From an optimization exercise on the open Yosys and OpenROAD flow, aimed at a short achievable clock period and few clock cycles; shortcuts taken in it are not production practice.
Function was checked by simulation only, so behaviour that the tests miss may differ from the original.
The clock port is modelled as an ideal driver; clocking choices that lean on that would not hold on a real chip.
No activity file was given, so power comes from the tool's default toggle rates.

==> flow/run.sh <==
#!/bin/bash
# The standard layout (standard.sh: standard synthesis, then ORFS to finish),
# with one change: the buffers ORFS puts on the ports are plain buf_6 cells
# rather than the cell buffer_ports picks by default (a clkdlybuf4s50 delay cell).
# ORFS writes each step's full log under orfs/logs/; make's own output goes to
# flow_make.log here.
set -euo pipefail
export BUFFER_PORTS_ARGS="-buffer_cell sky130_fd_sc_hd__buf_6"
bash standard.sh > flow_make.log 2>&1
==> standard.sh <==
#!/bin/bash
# synth_recipe.tcl (not shown) runs the flow's synth.tcl, then flattens the netlist and writes it again
# the make line also repeats each setting of config.mk as NAME=value (left out here)
make -C /OpenROAD-flow-scripts/flow DESIGN_CONFIG=/design/flow/config.mk WORK_HOME=/design/flow/orfs CLKGATE_MAP_FILE= SYNTH_SCRIPT=/design/flow/synth_recipe.tcl "${@:-finish}"
==> config.mk <==
export PLATFORM = sky130hd
export DESIGN_NAME = data_cache_wb
export DESIGN_NICKNAME = data_cache_wb
export VERILOG_FILES = /design/flow/design.v
export SDC_FILE = /design/flow/constraint.sdc
export NUM_CORES = 4
export LEC_CHECK = 0
export CAP_MARGIN = 20
export CORE_MARGIN = 2
export CORE_UTILIZATION = 30
export PLACE_DENSITY = 0.42
export SETUP_SLACK_MARGIN = 3.3
export SLEW_MARGIN = 20
export TNS_END_PERCENT = 5
==> constraint.sdc <==
create_clock -name core_clock -period 6.8 [get_ports {clk}]
set_input_delay 1.3600 -clock core_clock [delete_from_list [all_inputs] [get_ports {clk}]]
set_output_delay 1.3600 -clock core_clock [all_outputs]
set_load 0.01 [all_outputs]
==> design.v <==
package cache_pkg;
  typedef enum logic [1:0] {
    StIdle,
    StWriteback,
    StRefill
  } state_e;
  localparam int unsigned AddrBits    = 32;
  localparam int unsigned ByteOffBits = 2;
  function automatic integer tag_bits(input integer setnum, input integer words);
    tag_bits = AddrBits - ByteOffBits - $clog2(setnum) - $clog2(words);
  endfunction
endpackage
module cache_lru #(
  parameter  int unsigned DEGREE = 2,
  localparam int unsigned AW     = $clog2(DEGREE)
) (
  input  logic [DEGREE-1:0][AW-1:0] age_i,
  input  logic [DEGREE-1:0]         valid_i,
  input  logic [AW-1:0]             way_i,
  output logic [DEGREE-1:0][AW-1:0] age_o,
  output logic [AW-1:0]             victim_o
);
  always_comb begin
    age_o = age_i;
    for (int w = 0; w < DEGREE; w++) begin
      if (AW'(w) == way_i) begin
        age_o[w] = '0;
      end else if (age_i[w] < age_i[way_i]) begin
        age_o[w] = age_i[w] + AW'(1);
      end
    end
  end
  always_comb begin
    logic found;
    found    = 1'b0;
    victim_o = '0;
    for (int w = 0; w < DEGREE; w++) begin
      if (!valid_i[w] && !found) begin
        victim_o = AW'(w);
        found    = 1'b1;
      end
    end
    if (!found) begin
      for (int w = 0; w < DEGREE; w++) begin
        if (age_i[w] == AW'(DEGREE - 1)) victim_o = AW'(w);
      end
    end
  end
endmodule
module data_cache_wb (
  input  logic        clk,
  input  logic        rst,
  input  logic [31:0] addressIn,
  input  logic [31:0] dataIn,
  input  logic [3:0]  byteEn,
  input  logic        loadMemory,
  input  logic        storeMemory,
  output logic [31:0] dataOut,
  output logic        hit,
  output logic        stall,
  output logic        mem_req,
  output logic        mem_we,
  output logic [31:0] mem_addr,
  output logic [31:0] mem_wdata,
  input  logic        mem_ack,
  input  logic [31:0] mem_rdata
);
  logic        req, is_st, is_ld;
  logic [1:0]  word;
  logic [2:0]  idx;
  logic [24:0] tg;
  assign req   = loadMemory | storeMemory;
  assign is_st = storeMemory;
  assign is_ld = loadMemory & ~storeMemory;
  assign word  = addressIn[3:2];
  assign idx   = addressIn[6:4];
  assign tg    = addressIn[31:7];
  function automatic logic [31:0] merge(input logic [31:0] old, input logic [31:0] nw,
                                        input logic [3:0] be);
    for (int b = 0; b < 4; b++) merge[b*8 +: 8] = be[b] ? nw[b*8 +: 8] : old[b*8 +: 8];
  endfunction
  logic [24:0] tag_q  [16];
  logic [15:0] valid_q, dirty_q;
  logic [7:0]  lru_q;              
  logic [31:0] data_q [64];
  logic        busy_q, wbph_q, last_q, mway_q, room_q, wbload_q;
  logic [1:0]  beat_q;
  logic [2:0]  midx_q;
  logic [24:0] mtag_q;
  logic [31:0] maddr_q;
  logic [31:0] wbl_q [4];          
  logic [3:0]  arr_q;              
  logic [3:0]  eovm_q [4];         
  logic [31:0] eovd_q [4];         
  logic [15:0] rf_lsel_q;          
  logic [3:0]  rf_boh_q;           
  logic        qv_q, qway_q, qwb_q;
  logic [2:0]  qidx_q;
  logic [24:0] qtag_q, qwbtag_q;
  logic [3:0]  qovm_q [4];
  logic [31:0] qovd_q [4];
  logic        rv_q;               
  logic        r_st;
  logic [1:0]  r_word;
  logic [2:0]  r_idx;
  logic [24:0] r_tg;
  logic [31:0] r_din;
  logic [3:0]  r_be;
  logic [1:0]  r_m;                
  logic        al_q, alf_q;        
  logic        rdy_q, fwd_q;
  logic        cst_q, cstl_q;      
  logic [3:0]  fwdb_q;             
  logic [3:0]  fwdo_q;             
  logic [31:0] dout_q;
  logic [15:0] tmatch;
  always_comb begin
    for (int i = 0; i < 16; i++) tmatch[i] = valid_q[i] & (tag_q[i] == tg);
  end
  logic [1:0] m, isq, ise, ok, fme, fmq;
  logic       lk_hit, lk_fme, lk_fmq, lk_miss;
  always_comb begin
    for (int w = 0; w < 2; w++) begin
      m[w]   = tmatch[{idx, w[0]}];
      isq[w] = qv_q & (qidx_q == idx) & (qway_q == w[0]);
      ise[w] = busy_q & (midx_q == idx) & (mway_q == w[0]) & ~isq[w];
      ok[w]  = m[w] & ~isq[w] & (~ise[w] | arr_q[word]);
      fme[w] = m[w] & ise[w];
      fmq[w] = m[w] & isq[w];
    end
  end
  assign lk_hit  = |ok;
  assign lk_fme  = |fme;
  assign lk_fmq  = |fmq;
  assign lk_miss = ~|m;
  logic [7:0] pm1;
  logic       guess;
  always_comb begin
    for (int s = 0; s < 8; s++) pm1[s] = valid_q[{s[2:0], 1'b1}] & (tag_q[{s[2:0], 1'b1}][3:0] == tg[3:0]);
  end
  assign guess = rv_q ? r_m[1] : pm1[idx];
  logic [1:0] risq, rise, rok;
  logic       r_hit, r_fme, r_fmq, r_miss, r_way;
  always_comb begin
    for (int w = 0; w < 2; w++) begin
      risq[w] = qv_q & (qidx_q == r_idx) & (qway_q == w[0]);
      rise[w] = busy_q & (midx_q == r_idx) & (mway_q == w[0]) & ~risq[w];
      rok[w]  = r_m[w] & ~risq[w] & (~rise[w] | arr_q[r_word]);
    end
  end
  assign r_hit  = |rok;
  assign r_fme  = |(r_m & rise);
  assign r_fmq  = |(r_m & risq);
  assign r_miss = ~|r_m;
  assign r_way  = r_m[1];
  logic [7:0]  vs, wbn;
  logic [24:0] vtag [8];
  logic [31:0] vw0 [8];
  always_comb begin
    for (int s = 0; s < 8; s++) begin
      vs[s]   = ~valid_q[{s[2:0], 1'b0}] ? 1'b0 : (~valid_q[{s[2:0], 1'b1}] ? 1'b1 : lru_q[s]);
      wbn[s]  = valid_q[{s[2:0], vs[s]}] & dirty_q[{s[2:0], vs[s]}];
      vtag[s] = tag_q[{s[2:0], vs[s]}];
      vw0[s]  = data_q[{s[2:0], vs[s], 2'b00}];
    end
  end
  logic free_now, room, cmpl, done, nd, fast, alloc, a_way, a_e, a_q;
  assign free_now = ~busy_q | (mem_ack & last_q);    
  assign room     = room_q | (mem_ack & last_q);      
  assign cmpl     = rdy_q | (fwd_q & mem_ack) | (is_st & (cst_q | (mem_ack & cstl_q)));
  assign stall    = ~cmpl;
  assign hit      = req & cmpl;
  always_comb begin
    for (int b = 0; b < 4; b++)
      dataOut[b*8 +: 8] = fwdb_q[b] ? mem_rdata[b*8 +: 8] : (fwdo_q[b] ? eovd_q[0][b*8 +: 8] : dout_q[b*8 +: 8]);
  end
  assign done  = req & cmpl & ~rst;
  assign nd    = req & ~cmpl & ~rst;
  assign fast  = req & ~rv_q & ~rst & lk_miss & free_now & ~qv_q;
  assign alloc = rv_q & ~rst & r_miss & ~al_q & room;
  assign a_way = vs[r_idx];
  assign a_e   = alloc & free_now & ~qv_q;            
  assign a_q   = alloc & ~a_e;                        
  logic        st_fmq, st_fme, st_hit, st_now;
  assign st_now = ~rst & rv_q & r_st & cst_q;
  assign st_hit = st_now & r_hit;
  assign st_fme = st_now & ~r_hit & r_fme;
  assign st_fmq = st_now & r_fmq;
  logic [3:0]  qovm_n [4];
  logic [31:0] qovd_n [4];
  always_comb begin
    for (int k = 0; k < 4; k++) begin
      qovm_n[k] = qovm_q[k];
      qovd_n[k] = qovd_q[k];
      if (st_fmq && r_word == 2'(k)) begin
        qovm_n[k] = qovm_q[k] | r_be;
        qovd_n[k] = merge(qovd_q[k], r_din, r_be);
      end
    end
  end
  logic       rf_ack, e_src_q, e_src_r, busy_d, e_next_rf, mway_d;
  logic [1:0] beat_d;
  logic [2:0] midx_d;
  assign rf_ack  = busy_q & ~wbph_q & mem_ack;
  assign e_src_q = free_now & qv_q;                   
  assign e_src_r = free_now & ~qv_q & rv_q;           
  assign busy_d  = free_now ? (qv_q | a_e | fast) : busy_q;
  assign midx_d  = ~free_now ? midx_q : (qv_q ? qidx_q : (rv_q ? r_idx : idx));
  assign mway_d  = ~free_now ? mway_q : (qv_q ? qway_q : (rv_q ? a_way : vs[idx]));
  always_comb begin
    beat_d    = beat_q;
    e_next_rf = busy_q & ~wbph_q;
    if (free_now) begin
      beat_d    = 2'd0;
      e_next_rf = qv_q ? ~qwb_q : (rv_q ? (a_e & ~wbn[r_idx]) : (fast & ~wbn[idx]));
    end else if (busy_q & mem_ack) begin
      beat_d    = beat_q + 2'd1;
      e_next_rf = wbph_q ? (beat_q == 2'd3) : 1'b1;
    end
  end
  logic [1:0]  rfc, epos;
  logic [3:0]  eovm_n [4];
  logic [31:0] eovd_n [4];
  assign rfc  = wbph_q ? 2'd0 : beat_q;
  assign epos = r_word - rfc;
  always_comb begin
    for (int p = 0; p < 4; p++) begin
      if (e_src_q) begin
        eovm_n[p] = qovm_n[p];
        eovd_n[p] = qovd_n[p];
      end else if (free_now) begin
        eovm_n[p] = (rv_q ? (r_st && r_word == 2'(p)) : (is_st && word == 2'(p))) ? (rv_q ? r_be : byteEn) : 4'b0000;
        eovd_n[p] = rv_q ? r_din : dataIn;
      end else if (rf_ack) begin
        eovm_n[p] = (p < 3) ? eovm_q[p + 1] : 4'b0000;
        eovd_n[p] = (p < 3) ? eovd_q[p + 1] : eovd_q[3];
        if (p < 3 && st_fme && epos == 2'(p + 1)) begin
          eovm_n[p] = eovm_q[p + 1] | r_be;
          eovd_n[p] = merge(eovd_q[p + 1], r_din, r_be);
        end
      end else begin
        eovm_n[p] = eovm_q[p];
        eovd_n[p] = eovd_q[p];
        if (st_fme && epos == 2'(p)) begin
          eovm_n[p] = eovm_q[p] | r_be;
          eovd_n[p] = merge(eovd_q[p], r_din, r_be);
        end
      end
    end
  end
  logic room_d, last_d;
  assign room_d = ~busy_d | ~(a_q | (qv_q & ~free_now));
  assign last_d = ~free_now & (last_q | (rf_ack & (beat_q == 2'd2)));
  logic [31:0] rf_word;
  assign rf_word = merge(mem_rdata, eovd_q[0], eovm_q[0]);
  always_ff @(posedge clk) begin
    if (rst) begin
      busy_q   <= 1'b0;
      wbph_q   <= 1'b0;
      last_q   <= 1'b0;
      room_q   <= 1'b1;
      wbload_q <= 1'b0;
      rf_boh_q <= 4'b0000;
    end else begin
      rf_boh_q <= (busy_d & e_next_rf) ? (4'b0001 << beat_d) : 4'b0000;
      room_q   <= room_d;
      wbload_q <= free_now & busy_d;
      if (free_now) begin
        busy_q   <= busy_d;
        last_q   <= 1'b0;
        beat_q   <= 2'd0;
        arr_q    <= 4'b0000;
        wbl_q[0] <= qv_q ? data_q[{qidx_q, qway_q, 2'b00}] : (rv_q ? vw0[r_idx] : vw0[idx]);
        if (qv_q) begin
          wbph_q  <= qwb_q;
          mtag_q  <= qtag_q;
          maddr_q <= {(qwb_q ? qwbtag_q : qtag_q), qidx_q, 4'b0000};
        end else if (rv_q) begin
          wbph_q  <= wbn[r_idx];
          mtag_q  <= r_tg;
          maddr_q <= {(wbn[r_idx] ? vtag[r_idx] : r_tg), r_idx, 4'b0000};
        end else begin
          wbph_q  <= wbn[idx];
          mtag_q  <= tg;
          maddr_q <= {(wbn[idx] ? vtag[idx] : tg), idx, 4'b0000};
        end
      end else begin
        if (mem_ack) begin
          beat_q       <= beat_q + 2'd1;
          maddr_q[3:2] <= beat_q + 2'd1;
          if (wbph_q) begin
            if (beat_q == 2'd3) begin
              wbph_q  <= 1'b0;
              maddr_q <= {mtag_q, midx_q, 4'b0000};
            end
          end else begin
            arr_q[beat_q] <= 1'b1;
            last_q        <= (beat_q == 2'd2);
          end
        end
        if (wbload_q) begin
          if (mem_ack && wbph_q) begin
            wbl_q[0] <= data_q[{midx_q, mway_q, 2'd1}];
            wbl_q[1] <= data_q[{midx_q, mway_q, 2'd2}];
            wbl_q[2] <= data_q[{midx_q, mway_q, 2'd3}];
          end else begin
            wbl_q[1] <= data_q[{midx_q, mway_q, 2'd1}];
            wbl_q[2] <= data_q[{midx_q, mway_q, 2'd2}];
            wbl_q[3] <= data_q[{midx_q, mway_q, 2'd3}];
          end
        end else if (mem_ack && wbph_q) begin
          wbl_q[0] <= wbl_q[1];
          wbl_q[1] <= wbl_q[2];
          wbl_q[2] <= wbl_q[3];
        end
      end
    end
    midx_q <= midx_d;
    mway_q <= mway_d;
    for (int l = 0; l < 16; l++) rf_lsel_q[l] <= ({midx_d, mway_d} == 4'(l));
    for (int k = 0; k < 4; k++) begin
      eovm_q[k] <= eovm_n[k];
      eovd_q[k] <= eovd_n[k];
    end
  end
  always_ff @(posedge clk) begin
    if (rst) begin
      qv_q <= 1'b0;
    end else begin
      if (a_q) begin
        qv_q     <= 1'b1;
        qidx_q   <= r_idx;
        qway_q   <= a_way;
        qtag_q   <= r_tg;
        qwb_q    <= wbn[r_idx];
        qwbtag_q <= vtag[r_idx];
        for (int k = 0; k < 4; k++) begin
          qovm_q[k] <= (r_st && r_word == 2'(k)) ? r_be : 4'b0000;
          qovd_q[k] <= r_din;
        end
      end else begin
        if (free_now) qv_q <= 1'b0;
        for (int k = 0; k < 4; k++) begin
          qovm_q[k] <= qovm_n[k];
          qovd_q[k] <= qovd_n[k];
        end
      end
    end
  end
  assign mem_req   = busy_q;
  assign mem_we    = wbph_q;
  assign mem_addr  = maddr_q;
  assign mem_wdata = wbl_q[0];
  logic fm_next, fwd_d;
  assign fm_next = e_src_q ? lk_fmq : (free_now ? (a_e | fast) : (lk_fme | alf_q));
  assign fwd_d   = nd & is_ld & fm_next & e_next_rf & (beat_d == word);
  always_ff @(posedge clk) begin
    if (rst) begin
      rv_q   <= 1'b0;
      al_q   <= 1'b0;
      alf_q  <= 1'b0;
      rdy_q  <= 1'b0;
      cst_q  <= 1'b0;
      cstl_q <= 1'b0;
      fwd_q  <= 1'b0;
      fwdb_q <= 4'b0000;
      fwdo_q <= 4'b0000;
    end else begin
      rv_q   <= nd;
      al_q   <= nd & (al_q | alloc | fast);
      alf_q  <= nd & fast;
      rdy_q  <= nd & is_ld & lk_hit & (guess == m[1]);
      cst_q  <= nd & is_st & (lk_hit | lk_fme | lk_fmq | fast | room_d);
      cstl_q <= nd & is_st & last_d;
      fwd_q  <= fwd_d;
      fwdb_q <= fwd_d ? ~eovm_n[0] : 4'b0000;
      fwdo_q <= fwd_d ? eovm_n[0] : 4'b0000;
    end
    r_st   <= is_st;
    r_word <= word;
    r_idx  <= idx;
    r_tg   <= tg;
    r_din  <= dataIn;
    r_be   <= byteEn;
    r_m    <= m;
  end
  logic       wr_alloc, wr_way;
  assign wr_alloc = ~rst & (alloc | (rv_q & alf_q));
  assign wr_way   = alf_q ? mway_q : a_way;
  always_ff @(posedge clk) begin
    if (rst) begin
      valid_q <= '0;
      dirty_q <= '0;
      lru_q   <= '1;
    end else begin
      if (done && !r_miss) begin
        lru_q[r_idx] <= ~r_way;
        if (r_st) dirty_q[{r_idx, r_way}] <= 1'b1;
      end
      if (wr_alloc) begin
        valid_q[{r_idx, wr_way}] <= 1'b1;
        dirty_q[{r_idx, wr_way}] <= r_st;
        lru_q[r_idx]             <= ~wr_way;
      end
    end
  end
  always_ff @(posedge clk) begin
    if (wr_alloc) tag_q[{r_idx, wr_way}] <= r_tg;
  end
  logic [31:0] rd_w0, rd_w1;
  logic [31:0] la [2][16], lb [2][8], lc [2][4], ld [2][2];
  always_comb begin
    for (int w = 0; w < 2; w++) begin
      for (int i = 0; i < 16; i++)
        la[w][i] = word[0] ? data_q[{i[3:1], w[0], i[0], 1'b1}] : data_q[{i[3:1], w[0], i[0], 1'b0}];
      for (int i = 0; i < 8; i++) lb[w][i] = word[1] ? la[w][2*i+1] : la[w][2*i];
      for (int i = 0; i < 4; i++) lc[w][i] = idx[0] ? lb[w][2*i+1] : lb[w][2*i];
      for (int i = 0; i < 2; i++) ld[w][i] = idx[1] ? lc[w][2*i+1] : lc[w][2*i];
    end
    rd_w0 = idx[2] ? ld[0][1] : ld[0][0];
    rd_w1 = idx[2] ? ld[1][1] : ld[1][0];
  end
  always_ff @(posedge clk) begin
    dout_q <= guess ? rd_w1 : rd_w0;
  end
  logic [5:0] st_e;
  logic       st_we;
  assign st_e  = {r_idx, r_way, r_word};
  assign st_we = st_hit | (st_fme & rf_ack & (beat_q == r_word));
  always_ff @(posedge clk) begin
    for (int e = 0; e < 64; e++) begin
      for (int b = 0; b < 4; b++) begin
        if (st_we && r_be[b] && st_e == 6'(e))
          data_q[e][b*8 +: 8] <= r_din[b*8 +: 8];
        else if (mem_ack && rf_lsel_q[e >> 2] && rf_boh_q[e & 3])
          data_q[e][b*8 +: 8] <= rf_word[b*8 +: 8];
      end
    end
  end
endmodule
==> results of run 1 <==
-- worst min-delay path by stage --
stage / from / end / slack [ns]
finish: dataIn[1] / r_din[1]$_DFF_P_ / 0.35
global route: dataIn[1] / r_din[1]$_DFF_P_ / 0.34
CTS: dataIn[1] / r_din[1]$_DFF_P_ / 0.33
detailed placement: r_tg[14]$_DFF_P_ / tag_q[12][14]$_DFFE_PP_ / 0.45
global placement: r_tg[14]$_DFF_P_ / tag_q[12][14]$_DFFE_PP_ / 0.46
floorplan: r_idx[2]$_DFF_P_ / qidx_q[2]$_DFFE_PP_ / 0.44
-- kinds of logic (layout without fill, tap and decap cells) --
| family | Yosys count | after routing | share of synthesized area |
|---|---|---|---|
| multiplexers | 3631 | 3631 | 0.255 |
| flip-flops | 3165 | 3165 | 0.502 |
| AO/OA/AOI/OAI | 2750 | 2750 | 0.106 |
| AND/OR/NAND/NOR | 2465 | 2468 | 0.0814 |
| buffers and inverters | 1423 | 1812 | 0.0341 |
| XOR/XNOR | 427 | 427 | 0.0203 |
| adder cells (fa/ha/maj) | 20 | 20 | 0.00136 |
| other | 1 | 145 | 0.0000204 |
-- area by class of cell --
cell class / instances / area (µm²) / area share
Clock buffer: 523 / 10600 / 0.0492
Clock inverter: 206 / 2320 / 0.0108
Multi-Input combinational cell: 9298 / 87400 / 0.407
Timing Repair Buffer: 1027 / 11200 / 0.0521
Inverter: 56 / 314 / 0.00146
Sequential cell: 3165 / 92600 / 0.431
Antenna cell: 143 / 358 / 0.00167
Tap cell: 8092 / 10100 / 0.0471
-- through the flow --
step / utilization / hold slack (ns) / area (µm²) / power (mW) / std cells
after floorplan: - / 0.438 / 184000 / 27.2 / 13900
after global placement: 0.322 / 0.457 / 196000 / 31.2 / 21400
after detailed placement: 0.322 / 0.449 / 196000 / 31.2 / 21400
final: 0.352 / 0.354 / 215000 / 53.8 / 22500
after global routing: 0.351 / 0.340 / 214000 / 54.7 / 22400
after CTS: 0.347 / 0.330 / 212000 / 53.2 / 22200
-- repair_timing --
action	in CTS	in global routing
gates resized for setup	272	209
gates cloned	12	19
buffers inserted	123	96
pin swaps	39	38
setup endpoints to repair	5081	3174
-- Yosys cell counts (20+ instances only) --
master / number / share of area
a211oi_1: 76 / 0.0031
a21o_1: 28 / 0.0011
a21oi_1: 430 / 0.012
a221o_1: 27 / 0.0015
a221oi_1: 215 / 0.010
a22o_1: 112 / 0.0053
a22oi_1: 721 / 0.029
a2bb2oi_1: 66 / 0.0031
a311o_1: 34 / 0.0019
a31oi_1: 107 / 0.0036
and2_1: 91 / 0.0031
and3_1: 59 / 0.0020
buf_1: 104 / 0.0021
buf_2: 230 / 0.0063
buf_4: 64 / 0.0026
clkbuf_1: 936 / 0.019
dfxtp_1: 266 / 0.029
edfxtp_1: 2899 / 0.47
ha_1: 20 / 0.0014
inv_1: 47 / 0.00096
mux2_1: 833 / 0.051
mux2_2: 1497 / 0.092
mux2i_1: 697 / 0.038
mux4_2: 600 / 0.073
nand2_1: 839 / 0.017
nand2_4: 60 / 0.0037
nand2_8: 180 / 0.020
nand2b_1: 24 / 0.00082
nand3_1: 240 / 0.0065
nand3b_1: 25 / 0.0010
nand4_1: 244 / 0.0083
nor2_1: 401 / 0.0082
nor2_2: 63 / 0.0021
nor3_1: 88 / 0.0024
nor4_1: 49 / 0.0017
o211ai_1: 109 / 0.0044
o21ai_0: 280 / 0.0076
o221ai_1: 46 / 0.0022
o22a_1: 63 / 0.0030
o22ai_1: 244 / 0.0083
xnor2_1: 348 / 0.017
xor2_1: 79 / 0.0038
-- power breakdown --
part | switching [mW] | total [mW] | internal (mW)
logic | 5.99 | 9.31 | 3.32
registers | 0.507 | 22.5 | 22.0
clock network | 9.62 | 22.0 | 12.3
-- flip-flops by register name (all words and copies together), names as in the netlist, 25 cells and up --
signal	count
maddr_q	30
wbl_q	128
qwbtag_q	25
qtag_q	25
mtag_q	25
r_din	32
tag_q	400
data_q	2048
eovd_q	128
dout_q	32
qovd_q	128
r_tg	25
-- worst reg2reg max path: stages, from the launching register on --
cell	delay, ns
dfxtp_1	0.64
and2_1	0.91
nand2_1	1.09
nand2_1	1.05
-- layer usage --
layer / up-vias / GRT usage
met5: - / 0.00300
met4: 36 / 0.298
met3: 3625 / 0.119
met2: 12500 / 0.523
met1: 79300 / 0.443
li1: 55500 / -
==> flow_metrics.env, run 1 <==
export IMPL_run_status="no timing/DRC/antenna violations"
export IMPL_slowest_delay_ns=1.05
export IMPL_synth_ff_type="edfxtp_1"
export IMPL_pin_count=205
export IMPL_nets=14100
export IMPL_drtIter0Drc=24900
export IMPL_highest_layer="met5"
export IMPL_insertion_delay_ns=1.12
export IMPL_grt_max_degree=107
export IMPL_r2r_cells=3
export IMPL_ant_nets=0
export IMPL_numCtsBuffers=393
export IMPL_via_per_inst=6.71
export IMPL_area_delta_synth_final_pct=16.8
export IMPL_drive_gt1_frac=0.313
export IMPL_worst_hold_path_type="in2reg"
export IMPL_ir_worst_vdd_mv=0.216
export IMPL_avgSynthCellArea_um2=13.2
export IMPL_worstReg2RegEnd="data_q[32][26]$_DFFE_PP_"
export IMPL_initial_core_util=0.301
export IMPL_design_die_area_um2=619000
export IMPL_setup_viol=0
export IMPL_dieHeight_um=787
export IMPL_h_tree_depth=5
export IMPL_fin_setup_tns_ns=0
export IMPL_wire_per_inst_um=52.9
export IMPL_crit_path_frequent_cell="nand2_1"
export IMPL_fin_crit_sh=0.602
export IMPL_cts_hold_fix_buffers=0
export IMPL_critical_path_slowest_cell="nand2_1"
export IMPL_crit_start="rf_boh_q[0]$_SDFF_PP0_"
export IMPL_crit_end="data_q[32][26]$_DFFE_PP_"
export IMPL_fillCellCount=59700
export IMPL_ys_ff_latch=3165
export IMPL_core_um2=611000
export IMPL_worst_slack_ns=2.71
export IMPL_fin_crit_ns=4.09
export IMPL_path_buf_inv=0
export IMPL_clock_fmax_mhz=244
export IMPL_path_cells="and2_1, nand2_1, nand2_1"
export IMPL_cp_num_cells=3
export IMPL_cap_violations=0
export IMPL_route_met3_wl_um=136000
export IMPL_crit_required_ns=7.50
export IMPL_grt_pass1_wl_um=1490000
export IMPL_path_max_fanout=15
export IMPL_dpl_hpwl_um=847000
export IMPL_std_cell_rows=287
export IMPL_worstMarginPinSlew_ns=1.30
export IMPL_grt_util_all_layers=0.364
export IMPL_min_path_cells=1
export IMPL_clock_root_buffer="clkbuf_16"
export IMPL_ys_warnings_count=17
export IMPL_p_leak_nw=73.4
export IMPL_vias=151000
export IMPL_cpLargestDelayFamily="simple AND/OR/NAND/NOR gates"
export IMPL_crit_arrival_ns=4.80
export IMPL_power_density_nw_per_um2=250
export IMPL_netlist_area_um2=184000
export IMPL_crit_type="reg2reg"
export IMPL_die_w_um=787
export IMPL_grt_ovfl_total=0
export IMPL_critPathLaunchType="flop"
export IMPL_ys_seq_area_frac=0.502
export IMPL_met1_length_um=438000
export IMPL_rr_startpoint="rf_boh_q[0]$_SDFF_PP0_"
export IMPL_first_pass_iters=9
export IMPL_drv_slew=0
export IMPL_grt_pass1_vias=139000
export IMPL_drc=0
export IMPL_worstSetupEndpointType="flop"
export IMPL_pre_cts_ws_ns=1.37
export IMPL_skew_ns=0.0954
export IMPL_cts_tree="done"
export IMPL_cts_sinks=3165
export IMPL_rsz0062_at_grt="true"
export IMPL_layout_common_cells="2899 x edfxtp_1, 1529 x mux2_2, 801 x mux2_1"
export IMPL_hold_viol_final=0
export IMPL_wl_met2_um=492000
export IMPL_clkTransAtPathRegs_ns=0.06
export IMPL_synth_cell_type_count=109
export IMPL_synthArstFlopShare=0
export IMPL_wl_um=1190000
export IMPL_regToRegSetupSlack_ns=2.71
export IMPL_final_common_cell="edfxtp_1"
export IMPL_place_gp_congestion=1.03
export IMPL_relSlewSlack=0.129
export IMPL_clk_path_buf_depth=4
export IMPL_syn_inst=13900
export IMPL_synth_edf_count=2899
export IMPL_io_buffers=200
export IMPL_antenna_found_initial=198
Testbench counts, summed over its fixed seeds: cycles 162,902.
==> run 2, diff against run 1 <==
--- a/design.v
+++ b/design.v
@@ -166,2 +166,13 @@
   end
+  logic [7:0]  vs_q, wbn_q;
+  logic [24:0] vtag_q [8];
+  logic [31:0] vw0_q [8];
+  always_ff @(posedge clk) begin
+    vs_q  <= vs;
+    wbn_q <= wbn;
+    for (int s = 0; s < 8; s++) begin
+      vtag_q[s] <= vtag[s];
+      vw0_q[s]  <= vw0[s];
+    end
+  end
   logic free_now, room, cmpl, done, nd, fast, alloc, a_way, a_e, a_q;
@@ -180,3 +191,3 @@
   assign alloc = rv_q & ~rst & r_miss & ~al_q & room;
-  assign a_way = vs[r_idx];
+  assign a_way = vs_q[r_idx];
   assign a_e   = alloc & free_now & ~qv_q;            
@@ -214,3 +225,3 @@
       beat_d    = 2'd0;
-      e_next_rf = qv_q ? ~qwb_q : (rv_q ? (a_e & ~wbn[r_idx]) : (fast & ~wbn[idx]));
+      e_next_rf = qv_q ? ~qwb_q : (rv_q ? (a_e & ~wbn_q[r_idx]) : (fast & ~wbn[idx]));
     end else if (busy_q & mem_ack) begin
@@ -272,3 +283,3 @@
         arr_q    <= 4'b0000;
-        wbl_q[0] <= qv_q ? data_q[{qidx_q, qway_q, 2'b00}] : (rv_q ? vw0[r_idx] : vw0[idx]);
+        wbl_q[0] <= qv_q ? data_q[{qidx_q, qway_q, 2'b00}] : (rv_q ? vw0_q[r_idx] : vw0[idx]);
         if (qv_q) begin
@@ -278,5 +289,5 @@
         end else if (rv_q) begin
-          wbph_q  <= wbn[r_idx];
+          wbph_q  <= wbn_q[r_idx];
           mtag_q  <= r_tg;
-          maddr_q <= {(wbn[r_idx] ? vtag[r_idx] : r_tg), r_idx, 4'b0000};
+          maddr_q <= {(wbn_q[r_idx] ? vtag_q[r_idx] : r_tg), r_idx, 4'b0000};
         end else begin
@@ -334,4 +345,4 @@
         qtag_q   <= r_tg;
-        qwb_q    <= wbn[r_idx];
-        qwbtag_q <= vtag[r_idx];
+        qwb_q    <= wbn_q[r_idx];
+        qwbtag_q <= vtag_q[r_idx];
         for (int k = 0; k < 4; k++) begin
--- a/config.mk
+++ b/config.mk
@@ -11,3 +11,3 @@
 export PLACE_DENSITY = 0.42
-export SETUP_SLACK_MARGIN = 3.3
+export SETUP_SLACK_MARGIN = 3.6
 export SLEW_MARGIN = 20
==> run 2 against run 1 <==
  * Register-to-register slack improved by 0.08 ns
  * Worst hold slack worse by 0.016 ns
  * Synthesized area is 4.3% higher
  * Non-clock buffer count grew 62
  * Critical path type unchanged
  * Critical endpoint is now wbl_q[0][11]$_DFFE_PP_
  * Largest cell class unchanged
==> flow_metrics.env, run 2 <==
export IMPL_clock_fmax_mhz=249
export IMPL_ys_warnings_count=19
export IMPL_yosysMostFrequentCell="edfxtp_1"
export IMPL_fin_crit_ns=4.01
export IMPL_cts_sinks=3637
export IMPL_std_cell_rows=293
export IMPL_avgSynthCellArea_um2=13.5
export IMPL_post_dp_cell_area_um2=205000
export IMPL_grt_busiest_layer="met2"
export IMPL_antenna_found_initial=181
export IMPL_ir_worst_vdd_mv=0.254
export IMPL_final_area_um2=230000
export IMPL_clkTransAtPathRegs_ns=0.06
export IMPL_design_die_area_um2=646000
export IMPL_finalNonFillerCells=23300
export IMPL_cts_hold_fix_buffers=0
export IMPL_grt_max_degree=89
export IMPL_skew_ns=0.0688
export IMPL_largest_reg_flops=2048
export IMPL_setup_viol=0
export IMPL_ys_seq_area_frac=0.531
export IMPL_first_pass_iters=7
export IMPL_numCtsBuffers=438
export IMPL_wl_um=1210000
export IMPL_synth_edf_count=2899
export IMPL_grt_util_all_layers=0.354
export IMPL_placed_cells=21900
export IMPL_rsz0062_at_grt="true"
export IMPL_synth_largest_area_cell="edfxtp_1"
export IMPL_pin_count=205
export IMPL_p_leak_nw=80.2
export IMPL_crit_arrival_ns=4.62
export IMPL_syn_inst=14200
export IMPL_insertion_delay_ns=1.14
export IMPL_grt_ovfl_total=0
export IMPL_use_met3=0.0999
export IMPL_met2_usage=0.509
export IMPL_largestRegisters="data_q x2048, tag_q x400, vw0_q x256"
export IMPL_worstSetupEndpointType="flop"
export IMPL_drive_gt1_frac=0.387
export IMPL_grt_pass1_vias=139000
export IMPL_h_tree_depth=5
export IMPL_vias=151000
export IMPL_synth_area_top_cells="edfxtp_1 45%, mux2_2 13%, dfxtp_1 7.7%, mux4_2 7.7%, a22oi_1 3.1%"
export IMPL_ys_ff_latch=3637
export IMPL_power_total_mw=60.6
export IMPL_nets=14500
export IMPL_synthArstFlopShare=0
export IMPL_fin_setup_tns_ns=0
export IMPL_hold_viol_final=0
export IMPL_dieHeight_um=804
export IMPL_worst_hold_path_type="in2reg"
export IMPL_worstMarginPinSlew_ns=1.36
export IMPL_layout_common_cells="2899 x edfxtp_1, 2255 x mux2_2, 780 x a22oi_1"
export IMPL_place_gp_congestion=1.02
export IMPL_crit_required_ns=7.41
export IMPL_largest_register="data_q"
export IMPL_critPathLaunchType="flop"
export IMPL_die_w_um=804
export IMPL_cts_tree="done"
export IMPL_path_max_fanout=23
export IMPL_netlist_area_um2=192000
export IMPL_synth_ff_type="edfxtp_1"
export IMPL_clk_path_buf_depth=4
export IMPL_synth_cell_type_count=87
export IMPL_met1_usage=0.441
export IMPL_initial_core_util=0.301
export IMPL_final_common_cell="edfxtp_1"
export IMPL_fin_crit_sh=0.590
export IMPL_relSlewSlack=0.0903
export IMPL_drv_slew=0
export IMPL_dpl_hpwl_um=839000
export IMPL_area_delta_synth_final_pct=19.8
export IMPL_drtIter0Drc=24600
export IMPL_clock_root_buffer="clkbuf_16"
export IMPL_drc=0
export IMPL_io_buffers=200
export IMPL_power_density_nw_per_um2=264
export IMPL_wire_per_inst_um=51.8
export IMPL_fillCellCount=61300
export IMPL_crit_type="reg2reg"
export IMPL_core_um2=637000
export IMPL_grt_pass1_wl_um=1500000
export IMPL_synth_top_area_frac=0.454
export IMPL_via_per_inst=6.50
export IMPL_synthTopCellsByCount="2899 x edfxtp_1, 2247 x mux2_2, 1067 x clkbuf_1, 940 x nand2_1, 790 x a22oi_1"
export IMPL_cap_violations=0
export IMPL_run_status="no timing/DRC/antenna violations"
export IMPL_ant_nets=0
==> run 2: through the flow <==
| stage | worst slack, ns | hold WS, ns | utilization |
|---|---|---|---|
| 2_1_floorplan | 1.73 | 0.431 | - |
| 3_5_place_dp | 1.47 | 0.465 | 0.322 |
| 4_1_cts | 3.16 | 0.289 | 0.355 |
| 6_report | 2.79 | 0.338 | 0.361 |
| 5_1_grt | 3.02 | 0.314 | 0.360 |
| 3_3_place_gp | 1.46 | 0.456 | 0.322 |
==> run 2: where the power goes <==
group | internal, mW | switching (mW) | leakage, nW | total, mW
clock | 13.9 | 10.8 | 7.13 | 24.7
combinational | 3.82 | 6.65 | 40.5 | 10.5
sequential | 24.9 | 0.521 | 32.6 | 25.5
total | 42.7 | 18.0 | 80.2 | 60.6
==> run 2: per-layer routing <==
layer / vias to the layer above / routed length, µm
li1: 56600 / -
met1: 80200 / 454000
met2: 11400 / 503000
met3: 3246 / 129000
met4: 54 / 122000
met5: - / 384
==> run 2: final timing paths <==
check                     startpoint                 endpoint  slack (ns)  depth (start not counted)
min reg2reg  valid_q[1]$_SDFFE_PP0P_  valid_q[1]$_SDFFE_PP0P_        0.48                          2
min                        dataIn[3]         r_din[3]$_DFF_P_        0.34                          1
max reg2reg      qidx_q[1]$_DFFE_PP_   wbl_q[0][11]$_DFFE_PP_        2.79                          6
max              qidx_q[1]$_DFFE_PP_   wbl_q[0][11]$_DFFE_PP_        2.79                          6
==> run 2: layout make-up <==
cell class / count / area (µm²) / area share
Clock buffer: 585 / 12100 / 0.0528
Multi-Input combinational cell: 9153 / 89200 / 0.388
Sequential cell: 3637 / 102000 / 0.444
Timing Repair Buffer: 1089 / 12900 / 0.0560
Tap cell: 8407 / 10500 / 0.0458
Inverter: 62 / 303 / 0.00132
Antenna cell: 152 / 380 / 0.00166
Clock inverter: 236 / 2400 / 0.0104
==> run 2: cells by family after synthesis <==
kind of cell / share of synthesized area
and+or+nand+nor: 0.0687
muxes: 0.254
xor gates and xnor gates: 0.0194
other: 0.0000196
DFF: 0.531
AOI/OAI and AO/OA: 0.0957
buffers and inverters: 0.0298
adders and majority gates: 0.00130
==> run 2: repair_timing <==
item	4_1_cts	5_1_grt
pin swaps	108	58
endpoints found under the setup margin	5232	5046
resized for setup	677	295
buffers inserted	218	146
gates cloned	28	32
==> run 2: critical path, cell delays in order, from the launching register on <==
cell,delay (ns)
edfxtp_1,0.49
buf_4,0.22
buf_4,0.16
or4_2,0.96
buf_4,0.43
o221ai_1,0.50
nand4b_1,0.73
Testbench counts of run 2, summed over its fixed seeds: cycles 162,902.
==> run 3, diff against run 2 <==
--- a/design.v
+++ b/design.v
@@ -113,3 +113,2 @@
   logic [3:0]  fwdb_q;             
-  logic [3:0]  fwdo_q;             
   logic [31:0] dout_q;
@@ -185,3 +184,3 @@
     for (int b = 0; b < 4; b++)
-      dataOut[b*8 +: 8] = fwdb_q[b] ? mem_rdata[b*8 +: 8] : (fwdo_q[b] ? eovd_q[0][b*8 +: 8] : dout_q[b*8 +: 8]);
+      dataOut[b*8 +: 8] = fwdb_q[b] ? mem_rdata[b*8 +: 8] : dout_q[b*8 +: 8];
   end
@@ -364,3 +363,4 @@
   assign mem_wdata = wbl_q[0];
-  logic fm_next, fwd_d;
+  logic fm_next, fwd_d, ovl_cand;
+  assign ovl_cand = (idx == midx_d) & (word == beat_d) & |eovm_n[0];
   assign fm_next = e_src_q ? lk_fmq : (free_now ? (a_e | fast) : (lk_fme | alf_q));
@@ -377,3 +377,2 @@
       fwdb_q <= 4'b0000;
-      fwdo_q <= 4'b0000;
     end else begin
@@ -382,3 +381,3 @@
       alf_q  <= nd & fast;
-      rdy_q  <= nd & is_ld & lk_hit & (guess == m[1]);
+      rdy_q  <= nd & is_ld & lk_hit & (guess == m[1]) & ~ovl_cand;
       cst_q  <= nd & is_st & (lk_hit | lk_fme | lk_fmq | fast | room_d);
@@ -387,3 +386,2 @@
       fwdb_q <= fwd_d ? ~eovm_n[0] : 4'b0000;
-      fwdo_q <= fwd_d ? eovm_n[0] : 4'b0000;
     end
@@ -434,3 +432,4 @@
   always_ff @(posedge clk) begin
-    dout_q <= guess ? rd_w1 : rd_w0;
+    for (int b = 0; b < 4; b++)
+      dout_q[b*8 +: 8] <= (ovl_cand & eovm_n[0][b]) ? eovd_n[0][b*8 +: 8] : (guess ? rd_w1[b*8 +: 8] : rd_w0[b*8 +: 8]);
   end
==> flow/run.sh (replaced) <==
#!/bin/bash
# The standard layout (standard.sh: the standard synthesis, then ORFS), with
# two changes:
#  - the buffers ORFS puts on the ports are plain buf_6 cells rather than the
#    cell buffer_ports picks by default (a clkdlybuf4s50 delay cell);
#  - after clock tree synthesis, one more setup repair pass (repair.tcl) on the
#    placed design, before global routing.
# ORFS writes each step's full log under orfs/logs/; make's output and the extra
# pass's log are kept here.
set -euo pipefail
export BUFFER_PORTS_ARGS="-buffer_cell sky130_fd_sc_hd__buf_6"
bash standard.sh cts > flow_make_cts.log 2>&1
openroad -no_init -exit flow/repair.tcl > flow_repair.log 2>&1
bash standard.sh > flow_make.log 2>&1
==> flow/repair.tcl (new file) <==
# One more setup repair pass on the design after clock tree synthesis, with the
# same parasitics estimate, don't-use list and propagated clock as ORFS's own.
set res orfs/results/sky130hd/data_cache_wb/base
read_liberty $::env(FLOW_HOME)/platforms/sky130hd/lib/sky130_fd_sc_hd__tt_025C_1v80.lib
read_db $res/4_cts.odb
read_sdc $res/4_cts.sdc
source $::env(FLOW_HOME)/platforms/sky130hd/setRC.tcl
set_propagated_clock [all_clocks]
set_dont_use [get_lib_cells {sky130_fd_sc_hd__probe_p_8 sky130_fd_sc_hd__probec_p_8 sky130_fd_sc_hd__lpflow_*}]
estimate_parasitics -placement
report_worst_slack
repair_timing -setup -setup_margin 3.6 -repair_tns 100 -match_cell_footprint \
  -sequence "sizeup,swap,buffer,clone,split" -verbose
detailed_placement
check_placement -verbose
estimate_parasitics -placement
report_worst_slack
write_db $res/4_cts.odb
==> run 3 against run 2 <==
  * Largest cell class unchanged
  * Sequential share of layout area fell by 3.3 points
  * Maximum frequency fell by 1.8%
  * Non-clock buffer count rose by 639
  * Flip-flop and latch count fell by 4
  * Final area rose by 7.8%
  * Power fell by 1.3%
  * Wire length rose by 6.8%
  * Setup slack got worse by 0.073 ns
  * Sequential power fell by 2%
  * Largest power group unchanged
  * Clock-buffer cell count rose by 6
==> flow_metrics.env, run 3 <==
export IMPL_run_status="no timing/DRC/antenna violations"
export IMPL_netlist_area_um2=190000
export IMPL_worst_hold_path_type="in2reg"
export IMPL_cts_sinks=3633
export IMPL_synth_xor_area_share=0.0196
export IMPL_grt_max_degree=119
export IMPL_insertion_delay_ns=1.14
export IMPL_fin_crit_sh=0.600
export IMPL_final_common_cell="edfxtp_1"
export IMPL_multiInputGateArea_um2=98600
export IMPL_vias=159000
export IMPL_synthArstFlopShare=0
export IMPL_synth_edf_count=2867
export IMPL_h_tree_depth=5
export IMPL_wl_um=1290000
export IMPL_pin_count=205
export IMPL_cts_tree="done"
export IMPL_syn_inst=14000
export IMPL_regToRegSetupSlack_ns=2.72
export IMPL_layout_common_cells="2867 x edfxtp_1, 1860 x mux2_2, 895 x mux2_4"
export IMPL_r2r_cells=9
export IMPL_ys_seq_area_frac=0.535
export IMPL_synth_largest_area_cell="edfxtp_1"
export IMPL_synth_cell_type_count=91
export IMPL_synth_area_top_cells="edfxtp_1 45%, mux2_2 16%, dfxtp_1 8.1%, mux4_2 7.9%, a22oi_1 3.2%"
export IMPL_synth_top_family_by_area="multiplexers"
export IMPL_finalNonFillerCells=23900
export IMPL_area_delta_synth_final_pct=30.6
export IMPL_relSlewSlack=0.0864
export IMPL_crit_required_ns=7.59
export IMPL_clock_root_buffer="clkbuf_16"
export IMPL_ys_ff_latch=3633
export IMPL_critPathLaunchType="flop"
export IMPL_placed_cells=21800
export IMPL_largest_register="data_q"
export IMPL_std_cell_rows=292
export IMPL_ir_worst_vdd_mv=0.216
export IMPL_post_dp_cell_area_um2=204000
export IMPL_fillCellCount=59300
export IMPL_first_pass_iters=7
export IMPL_cap_violations=0
export IMPL_avgSynthCellArea_um2=13.6
export IMPL_ys_warnings_count=19
export IMPL_largestRegisters="data_q x2048, tag_q x400, vw0_q x256"
export IMPL_setup_viol=0
export IMPL_drc=0
export IMPL_clock_fmax_mhz=245
export IMPL_wire_per_inst_um=54.1
export IMPL_seq_area_um2=102000
export IMPL_initial_core_util=0.301
export IMPL_power_density_nw_per_um2=242
export IMPL_path_max_fanout=32
export IMPL_yosys_area_share_simple=0.0535
export IMPL_synthAdderAreaFrac=0.00132
export IMPL_min_path_cells=1
export IMPL_crit_type="reg2reg"
export IMPL_synth_top_area_frac=0.454
export IMPL_yosysMostFrequentCell="edfxtp_1"
export IMPL_design_die_area_um2=639000
export IMPL_synthTopCellsByCount="2867 x edfxtp_1, 2717 x mux2_2, 1113 x clkbuf_1, 919 x nand2_1, 800 x a22oi_1"
export IMPL_antenna_found_initial=232
export IMPL_die_w_um=799
export IMPL_synth_compound_area_frac=0.0962
export IMPL_drive_gt1_frac=0.475
export IMPL_hold_viol_final=0
export IMPL_skew_ns=0.0715
export IMPL_dpl_hpwl_um=851000
export IMPL_fin_setup_tns_ns=0
export IMPL_via_per_inst=6.68
export IMPL_dieHeight_um=799
export IMPL_synth_ff_type="edfxtp_1"
export IMPL_fin_crit_ns=4.08
export IMPL_largest_reg_flops=2048
export IMPL_core_um2=631000
export IMPL_p_leak_nw=88.0
export IMPL_worstSetupEndpointType="flop"
export IMPL_place_gp_congestion=1.03
export IMPL_grt_pass1_wl_um=1630000
export IMPL_drtIter0Drc=26300
export IMPL_grt_util_all_layers=0.391
export IMPL_power_total_mw=59.9
export IMPL_clk_path_buf_depth=4
export IMPL_worstMarginPinSlew_ns=1.37
export IMPL_grt_pass1_vias=147000
export IMPL_ant_nets=0
export IMPL_crit_arrival_ns=4.87
export IMPL_grt_ovfl_total=0
export IMPL_drv_slew=0
export IMPL_synthMuxAreaShare=0.266
export IMPL_clkTransAtPathRegs_ns=0.06
export IMPL_numCtsBuffers=436
export IMPL_rsz0062_at_grt="true"
export IMPL_io_buffers=200
export IMPL_final_area_um2=248000
export IMPL_nets=15100
run 3: cell count changes after synthesis, moves of 46 or more:
cell and change:
mux2_1 -418, nand2_8 -49, a21oi_1 +52, nand2_2 +94, clkbuf_1 +46, mux2_2 +470
a2bb2oi_1 -74, o22ai_1 -77, o221a_2 +60, mux2i_1 +83, nor2_1 -114, nand2_4 -187
run 3: worst max-delay path, stage by stage (launching register included):
cell	delay (ns)
edfxtp_1	0.44
buf_4	0.19
buf_4	0.17
nand2b_2	0.19
nor2_4	0.04
buf_6	0.25
a22oi_1	0.23
nand4_1	1.05
o221ai_4	0.83
nand3_4	0.17
run 3: cells by family after synthesis:
kind of cell             Yosys count
XOR/XNOR                         424
adder cells (fa/ha/maj)           20
AO/OA/AOI/OAI                   2473
AND/OR/NAND/NOR                 2161
flip-flops                      3633
other                              1
buffers and inverters           1412
multiplexers                    3862
run 3: cell type report:
type / instances / area share
clock buffers: 591 / 0.0490
repair buffers: 1728 / 0.0887
inverters: 79 / 0.00142
diodes: 132 / 0.00133
multi-input cells: 9110 / 0.398
flip-flops and latches: 3633 / 0.410
well taps: 8379 / 0.0423
clock inverters: 218 / 0.00870
run 3: what timing repair did:
action	4_1_cts	5_1_grt
gates resized for setup	548	180
setup buffers	227	76
gates cloned	23	4
hold buffers	0	0
endpoints found under the setup margin	5193	3998
pin swaps	73	84
run 3: path summary, 6_finish.rpt:
kind,from,to
worst min register to register,valid_q[15]$_SDFFE_PP0P_,valid_q[15]$_SDFFE_PP0P_
worst max register to register,qidx_q[1]$_DFFE_PP_,wbl_q[0][9]$_DFFE_PP_
worst max-delay path,qidx_q[1]$_DFFE_PP_,wbl_q[0][9]$_DFFE_PP_
worst min-delay path,dataIn[13],r_din[13]$_DFF_P_
run 3: power by group:
part	leakage, nW	internal, mW	switching [mW]
clock network	7.00	13.7	10.7
logic	48.5	4.10	6.34
registers	32.5	24.6	0.457
run 3: per-stage QoR:
step	worst slack, ns	utilization	hold WS (ns)
after floorplan	2.08	-	0.431
after global routing	3.01	0.392	0.308
final	2.72	0.392	0.319
after detailed placement	1.29	0.323	0.520
after global placement	1.30	0.322	0.509
after CTS	3.06	0.353	0.302
run 3: layer usage:
layer,global-route usage,share of wire,wire length (µm)
met1,0.460,0.35,457000
met5,0.00442,0.00069,889
met2,0.550,0.41,523000
met4,0.348,0.11,148000
met3,0.153,0.13,162000
Testbench counts of run 3, summed over its fixed seeds: cycles 162,907.
==> run 4, diff against run 3 <==
--- a/design.v
+++ b/design.v
@@ -282,3 +282,3 @@
         arr_q    <= 4'b0000;
-        wbl_q[0] <= qv_q ? data_q[{qidx_q, qway_q, 2'b00}] : (rv_q ? vw0_q[r_idx] : vw0[idx]);
+        wbl_q[0] <= qv_q ? qw0_q : (rv_q ? vw0_q[r_idx] : vw0[idx]);
         if (qv_q) begin
@@ -335,2 +335,4 @@
   end
+  logic [31:0] qw0_q;
+  always_ff @(posedge clk) qw0_q <= a_q ? data_q[{r_idx, a_way, 2'b00}] : data_q[{qidx_q, qway_q, 2'b00}];
   always_ff @(posedge clk) begin
==> run 4 against run 3 <==
  * Clock power increased by 2%
  * Flip-flop and latch count rose by 32
  * Wire length increased by 5.0%
  * Die area rose by 4.6%
  * Global-route usage down 0.086 points
  * Synthesized cell count up 5.8%
  * Worst hold slack got worse by 0.036 ns
  * Register-to-register slack better by 0.17 ns
  * Critical endpoint is now wbl_q[0][8]$_DFFE_PP_
  * Largest power group unchanged
==> flow_metrics.env, run 4 <==
export IMPL_run_status="no timing/DRC/antenna violations"
export IMPL_cts_hold_fix_buffers=0
export IMPL_synth_top_area_frac=0.434
export IMPL_critPathLaunchType="flop"
export IMPL_place_gp_congestion=1.06
export IMPL_ant_nets=0
export IMPL_io_buffers=200
export IMPL_drtIter0Drc=30100
export IMPL_worst_hold_path_type="in2reg"
export IMPL_relSlewSlack=0.127
export IMPL_cts_tree="done"
export IMPL_largest_register="data_q"
export IMPL_worstSetupEndpointType="flop"
export IMPL_clkTransAtPathRegs_ns=0.06
export IMPL_avgSynthCellArea_um2=13.4
export IMPL_rsz0062_at_grt="true"
export IMPL_synthArstFlopShare=0
export IMPL_largestRegisters="data_q x2048, tag_q x400, vw0_q x256"
export IMPL_ys_warnings_count=19
export IMPL_final_common_cell="edfxtp_1"
export IMPL_crit_start="midx_q[0]$_DFF_P_"
export IMPL_synth_ff_type="edfxtp_1"
export IMPL_worstMarginPinSlew_ns=1.31
export IMPL_die_w_um=817
export IMPL_ir_worst_vdd_mv=0.248
export IMPL_dpl_hpwl_um=905000
export IMPL_crit_type="reg2reg"
export IMPL_grt_pass1_vias=155000
export IMPL_hold_slack_ns=0.283
export IMPL_path_buf_inv=3
export IMPL_fin_crit_ns=3.91
export IMPL_synth_cell_type_count=96
export IMPL_fin_crit_sh=0.575
export IMPL_clk_path_buf_depth=4
export IMPL_synthTopCellsByCount="2867 x edfxtp_1, 2204 x mux2_2, 1159 x clkbuf_1, 920 x nand2_1, 798 x dfxtp_1"
export IMPL_numCtsBuffers=441
export IMPL_yosysMostFrequentCell="edfxtp_1"
export IMPL_cpLargestDelayFamily="compound AO/OA/AOI/OAI gates"
export IMPL_fin_setup_tns_ns=0
export IMPL_drive_gt1_frac=0.451
export IMPL_fillCellCount=61700
export IMPL_grt_pass1_wl_um=1710000
export IMPL_vias=169000
export IMPL_hp_start="dataIn[16]"
export IMPL_first_pass_iters=13
export IMPL_synth_largest_area_cell="edfxtp_1"
export IMPL_antenna_found_initial=182
export IMPL_drv_slew=0
export IMPL_clock_root_buffer="clkbuf_16"
export IMPL_h_tree_depth=5
export IMPL_grt_ovfl_total=0
export IMPL_pin_count=205
export IMPL_netlist_area_um2=199000
export IMPL_via_per_inst=6.74
export IMPL_crit_arrival_ns=4.70
export IMPL_grt_util_all_layers=0.390
export IMPL_layout_common_cells="2867 x edfxtp_1, 1399 x mux2_4, 1155 x mux2_2"
export IMPL_synth_area_top_cells="edfxtp_1 43%, mux2_2 13%, dfxtp_1 8.0%, mux4_2 7.4%, a22oi_1 2.6%"
export IMPL_cts_sinks=3665
export IMPL_wl_um=1360000
export IMPL_ys_seq_area_frac=0.514
export IMPL_grt_max_degree=120
export IMPL_crit_required_ns=7.59
export IMPL_cap_violations=0
export IMPL_drc=0
export IMPL_path_cells="buf_6, bufbuf_16, and4b_4, buf_12, a22oi_1, nand4_1, o22a_1, mux2i_2, o2bb2ai_4"
export IMPL_slowest_delay_ns=0.78
export IMPL_regToRegSetupSlack_ns=2.89
export IMPL_design_die_area_um2=668000
export IMPL_area_delta_synth_final_pct=30.6
export IMPL_p_leak_nw=92.7
export IMPL_critical_path_slowest_cell="a22oi_1"
export IMPL_skew_ns=0.171
export IMPL_power_density_nw_per_um2=236
export IMPL_largest_reg_flops=2048
export IMPL_core_um2=659000
export IMPL_syn_inst=14800
export IMPL_wire_per_inst_um=54.1
export IMPL_setup_viol=0
export IMPL_dieHeight_um=817
export IMPL_nets=15900
export IMPL_path_max_fanout=5
export IMPL_synth_edf_count=2867
export IMPL_initial_core_util=0.301
export IMPL_hold_viol_final=0
export IMPL_insertion_delay_ns=1.20
export IMPL_std_cell_rows=298
export IMPL_rr_startpoint="midx_q[0]$_DFF_P_"
export IMPL_ys_ff_latch=3665
export IMPL_clock_fmax_mhz=256
-- run 4: what timing repair did --
action / CTS / global route
pin swaps: 77 / 20
resized for setup: 518 / 82
gates cloned: 24 / 2
buffers inserted: 237 / 38
setup endpoints to repair: 5282 / 4709
-- run 4: cell families (layout without fill, tap and decap cells) --
| logic type | count (synthesis) | count (layout) | synth area share |
|---|---|---|---|
| buf+inv | 1518 | 2710 | 0.0315 |
| fa+ha+maj | 20 | 20 | 0.00126 |
| compound gates | 2934 | 2934 | 0.108 |
| simple gates | 2483 | 2683 | 0.0732 |
| flops | 3665 | 3665 | 0.514 |
| other cells | 1 | 156 | 0.0000189 |
| xor+xnor | 426 | 426 | 0.0188 |
| mux | 3746 | 3753 | 0.253 |
-- run 4: path summary, 6_finish.rpt --
path	cells past startpoint	to
setup / recovery	9	wbl_q[0][8]$_DFFE_PP_
hold / removal	1	r_din[16]$_DFF_P_
setup reg to reg	9	wbl_q[0][8]$_DFFE_PP_
hold reg to reg	2	wbn_q[7]$_DFF_P_
-- run 4: per-stage QoR --
step / cell area (µm²) / total power [mW] / worst slack [ns] / std cells / utilization
finish: 259000 / 61.2 / 2.89 / 25000 / 0.394
global route: 259000 / 61.9 / 3.09 / 24900 / 0.393
CTS: 233000 / 59.1 / 3.11 / 24000 / 0.354
detailed placement: 213000 / 34.2 / 1.25 / 22900 / 0.323
global placement: 213000 / 34.1 / 1.34 / 22900 / 0.323
floorplan: 199000 / 30.0 / 1.99 / 14800 / -
-- run 4: where the power goes --
| part | total (mW) | internal [mW] | leakage (nW) | switching (mW) |
|---|---|---|---|---|
| sequential | 25.3 | 24.8 | 32.7 | 0.550 |
| combinational | 10.9 | 4.17 | 52.8 | 6.71 |
| clock | 25.0 | 14.0 | 7.19 | 11.0 |
-- run 4: layout make-up --
type / count / area [µm²] / share of cell area
tap: 8700 / 10900 / 0.0420
clock inverter: 213 / 2200 / 0.00847
antenna: 154 / 385 / 0.00149
multi-input combinational: 9818 / 108000 / 0.415
timing repair buffer: 1803 / 23100 / 0.0891
clock buffer: 618 / 12500 / 0.0482
timing repair inverter: 1 / 8.76 / 0.0000338
inverter: 75 / 399 / 0.00154
sequential: 3665 / 102000 / 0.394
-- run 4: routing by layer --
layer,global-route usage,up-vias,part of all wire
met5,0.00249,-,0.00040
met2,0.535,15000,0.40
li1,-,61300,-
met1,0.465,88200,0.36
met4,0.338,56,0.11
met3,0.167,4311,0.13
-- run 4: worst register-to-register path, stage by stage, from the launching register on --
cell and delay (ns):
dfxtp_4 0.35, buf_6 0.13, bufbuf_16 0.26, and4b_4 0.30
buf_12 0.19, a22oi_1 0.79, nand4_1 0.56, o22a_1 0.39
mux2i_2 0.33, o2bb2ai_4 0.19
Testbench counts of run 4, summed over its fixed seeds: cycles 162,907.
==> run 5, diff against run 4 <==
--- a/design.v
+++ b/design.v
@@ -263,2 +263,10 @@
   assign last_d = ~free_now & (last_q | (rf_ack & (beat_q == 2'd2)));
+  logic [31:0] eline [4];
+  always_comb begin
+    for (int k = 1; k < 4; k++) begin
+      eline[k] = '0;
+      for (int l = 0; l < 16; l++) eline[k] = eline[k] | ({32{rf_lsel_q[l]}} & data_q[{l[3:0], 2'(k)}]);
+    end
+    eline[0] = '0;
+  end
   logic [31:0] rf_word;
@@ -312,9 +320,9 @@
           if (mem_ack && wbph_q) begin
-            wbl_q[0] <= data_q[{midx_q, mway_q, 2'd1}];
-            wbl_q[1] <= data_q[{midx_q, mway_q, 2'd2}];
-            wbl_q[2] <= data_q[{midx_q, mway_q, 2'd3}];
+            wbl_q[0] <= eline[1];
+            wbl_q[1] <= eline[2];
+            wbl_q[2] <= eline[3];
           end else begin
-            wbl_q[1] <= data_q[{midx_q, mway_q, 2'd1}];
-            wbl_q[2] <= data_q[{midx_q, mway_q, 2'd2}];
-            wbl_q[3] <= data_q[{midx_q, mway_q, 2'd3}];
+            wbl_q[1] <= eline[1];
+            wbl_q[2] <= eline[2];
+            wbl_q[3] <= eline[3];
           end
==> run 5 against run 4 <==
  * Synthesized cell count down 2.5%
  * Setup slack better by 0.17 ns
  * Still clean on timing, DRC and antenna
  * Largest power group unchanged
  * Critical endpoint is now data_q[21][7]$_DFFE_PP_
  * Worst hold slack better by 0.033 ns
  * Highest routed layer unchanged
==> flow_metrics.env, run 5 <==
export IMPL_synth_xor_area_share=0.0194
export IMPL_drc=0
export IMPL_final_common_cell="edfxtp_1"
export IMPL_numCtsBuffers=439
export IMPL_clk_path_buf_depth=4
export IMPL_relSlewSlack=0.142
export IMPL_largestRegisters="data_q x2048, tag_q x400, vw0_q x256"
export IMPL_yosys_area_share_simple=0.0571
export IMPL_cap_violations=0
export IMPL_ys_seq_area_frac=0.528
export IMPL_grt_pass1_vias=152000
export IMPL_skew_ns=0.146
export IMPL_hold_viol_final=0
export IMPL_cts_hold_fix_buffers=0
export IMPL_clock_root_buffer="clkbuf_16"
export IMPL_wl_um=1310000
export IMPL_via_per_inst=6.75
export IMPL_run_status="no timing/DRC/antenna violations"
export IMPL_crit_arrival_ns=4.52
export IMPL_clkTransAtPathRegs_ns=0.06
export IMPL_cts_sinks=3665
export IMPL_layout_common_cells="2867 x edfxtp_1, 1624 x mux2_2, 1153 x mux2_4"
export IMPL_design_die_area_um2=651000
export IMPL_critPathLaunchType="flop"
export IMPL_vias=166000
export IMPL_clock_fmax_mhz=267
export IMPL_finalNonFillerCells=24500
export IMPL_placed_cells=22500
export IMPL_synth_area_top_cells="edfxtp_1 45%, mux2_2 16%, dfxtp_1 8.3%, mux4_2 8.0%, a22oi_1 2.4%"
export IMPL_wire_per_inst_um=53.6
export IMPL_met1_usage=0.466
export IMPL_synthMuxAreaShare=0.265
export IMPL_initial_core_util=0.301
export IMPL_synth_edf_count=2867
export IMPL_h_tree_depth=5
export IMPL_yosysMostFrequentCell="edfxtp_1"
export IMPL_insertion_delay_ns=1.14
export IMPL_largest_register="data_q"
export IMPL_std_cell_rows=294
export IMPL_grt_max_degree=113
export IMPL_nets=15400
export IMPL_avgSynthCellArea_um2=13.4
export IMPL_power_density_nw_per_um2=239
export IMPL_syn_inst=14400
export IMPL_worst_hold_path_type="in2reg"
export IMPL_synth_ff_type="edfxtp_1"
export IMPL_ys_warnings_count=20
export IMPL_first_pass_iters=12
export IMPL_grt_pass1_wl_um=1660000
export IMPL_dieHeight_um=807
export IMPL_synth_compound_area_frac=0.0989
export IMPL_synth_cell_type_count=93
export IMPL_synthTopCellsByCount="2867 x edfxtp_1, 2743 x mux2_2, 1057 x nand2_1, 1004 x clkbuf_1, 798 x dfxtp_1"
export IMPL_p_leak_nw=90.6
export IMPL_power_total_mw=60.4
export IMPL_use_met3=0.152
export IMPL_antenna_found_initial=190
export IMPL_drtIter0Drc=29400
export IMPL_largest_reg_flops=2048
export IMPL_crit_required_ns=7.57
export IMPL_drv_slew=0
export IMPL_drive_gt1_frac=0.452
export IMPL_dpl_hpwl_um=884000
export IMPL_synthArstFlopShare=0
export IMPL_grt_busiest_layer="met2"
export IMPL_cts_tree="done"
export IMPL_path_max_fanout=8
export IMPL_place_gp_congestion=1.04
export IMPL_io_buffers=200
export IMPL_fin_setup_tns_ns=0
export IMPL_pin_count=205
export IMPL_setup_viol=0
export IMPL_area_delta_synth_final_pct=30.8
export IMPL_rsz0062_at_grt="true"
export IMPL_grt_util_all_layers=0.389
export IMPL_synth_top_area_frac=0.445
export IMPL_fin_crit_sh=0.551
export IMPL_die_w_um=807
export IMPL_netlist_area_um2=193000
export IMPL_fin_crit_ns=3.75
export IMPL_ant_nets=0
export IMPL_worstMarginPinSlew_ns=1.29
export IMPL_synth_largest_area_cell="edfxtp_1"
export IMPL_ys_ff_latch=3665
export IMPL_core_um2=642000
export IMPL_synthAdderAreaFrac=0.00123
export IMPL_ir_worst_vdd_mv=0.233
export IMPL_crit_type="reg2reg"
export IMPL_synth_top_family_by_area="multiplexers"
export IMPL_grt_ovfl_total=0
export IMPL_met2_usage=0.543
export IMPL_worstSetupEndpointType="flop"
[run 5: changes by cell type after synthesis, sizes merged, moves of 80 or more]
cell    change
clkbuf    -153
buf        +98
a221oi     +81
o221a      +98
nand2     -115
a22o      +121
o21ai     -148
o22a       -80
nor2       +83
[run 5: cell families after synthesis]
logic type	count (synthesis)
mux	3905
flops	3665
compound gates	2492
simple gates	2460
buf+inv	1458
xor+xnor	428
fa+ha+maj	19
other cells	1
[run 5: routing by layer]
| layer | up-vias | share of wire |
|---|---|---|
| li1 | 59500 | - |
| met1 | 86800 | 0.36 |
| met2 | 14600 | 0.40 |
| met3 | 4419 | 0.13 |
| met4 | 98 | 0.11 |
| met5 | - | 0.0010 |
[run 5: final timing paths]
path	start	endpoint	slack (ns)	depth (start not counted)
setup / recovery	r_word[0]$_DFF_P_	data_q[21][7]$_DFFE_PP_	3.05	10
hold / removal	dataIn[3]	r_din[3]$_DFF_P_	0.32	1
setup reg to reg	r_word[0]$_DFF_P_	data_q[21][7]$_DFFE_PP_	3.05	10
hold reg to reg	tag_q[14][12]$_DFFE_PP_	vtag_q[7][12]$_DFF_P_	0.49	1
[run 5: what timing repair did]
item                        CTS  global route
pin swaps                    56            41
setup buffers               173            42
resized for setup           778           143
setup endpoints to repair  5161          4552
cloned                       14             6
[run 5: layout make-up]
| type | instances | area [µm²] |
|---|---|---|
| fill | 60300 | 389000 |
| sequential | 3665 | 102000 |
| multi-input combinational | 9446 | 102000 |
| timing repair buffer | 1701 | 22500 |
| clock buffer | 606 | 12200 |
| tap | 8584 | 10700 |
| clock inverter | 219 | 2060 |
| antenna | 232 | 581 |
| inverter | 70 | 368 |
| timing repair inverter | 1 | 8.76 |
[run 5: where the power goes]
part / switching, mW / internal [mW]
registers: 0.661 / 24.9
clock network: 10.8 / 13.6
logic: 6.33 / 4.07
[run 5: critical path, stage by stage (launching register included)]
cell,delay [ns]
dfxtp_4,0.35
buf_4,0.15
inv_1,0.12
nor2_4,0.43
nand2_1,0.31
nor2_2,0.65
buf_4,0.56
nand2_8,0.16
buf_16,0.21
nand2_1,0.07
buf_4,0.31
[run 5: per-stage QoR]
stage	cell area [µm²]	util	worst slack, ns	hold slack, ns
CTS	227000	0.354	3.15	0.267
floorplan	194000	-	2.89	0.438
detailed placement	208000	0.324	0.926	0.487
finish	253000	0.394	3.05	0.317
global placement	208000	0.324	0.901	0.485
global route	252000	0.394	3.09	0.307
Testbench counts of run 5, summed over its fixed seeds: cycles 162,907.

==> static timing again, ports no longer ideal <==
In the flow no input, the clock included, has a driving cell. The finished layouts below were timed again as built, in two steps. Step 1 sets driving cells, clkbuf_16 on the clock port and buf_2 on the other inputs (assumed; they add their load-dependent delay and slew). Step 2, shift: input delay + t, output delay - t, t = (earliest + latest rising clock arrival at the registers) / 2. This alone moves slack from input paths to output paths. a / b / c = ideal / step 1 / step 2; a / b = the first two.
| run | shift t [ns] | setup slack, ns | worst hold slack (ns) | clock arrival spread, ns | worst data-port slew with drivers (ns) |
|---|---|---|---|---|---|
| run 1 | 1.209 | 2.706 / 2.706 / 1.636 | 0.354 / 0.255 / 0.465 | 0.110 / 0.110 | 0.56 |
| run 2 | 1.237 | 2.791 / 2.791 / 1.761 | 0.338 / 0.236 / 0.477 | 0.078 / 0.078 | 0.44 |
| run 3 | 1.250 | 2.717 / 2.717 / 1.952 | 0.319 / 0.220 / 0.523 | 0.077 / 0.077 | 0.30 |
| run 4 | 1.259 | 2.888 / 2.888 / 1.952 | 0.283 / 0.191 / 0.489 | 0.184 / 0.184 | 0.20 |
| run 5 | 1.219 | 3.054 / 2.848 / 1.629 | 0.317 / 0.216 / 0.491 | 0.168 / 0.168 | 0.52 |
After both steps setup and hold are still met in every run listed. For run 5, which loses most, drivers alone change the setup slack by -0.206 ns; drivers and shift together by -1.425 ns.
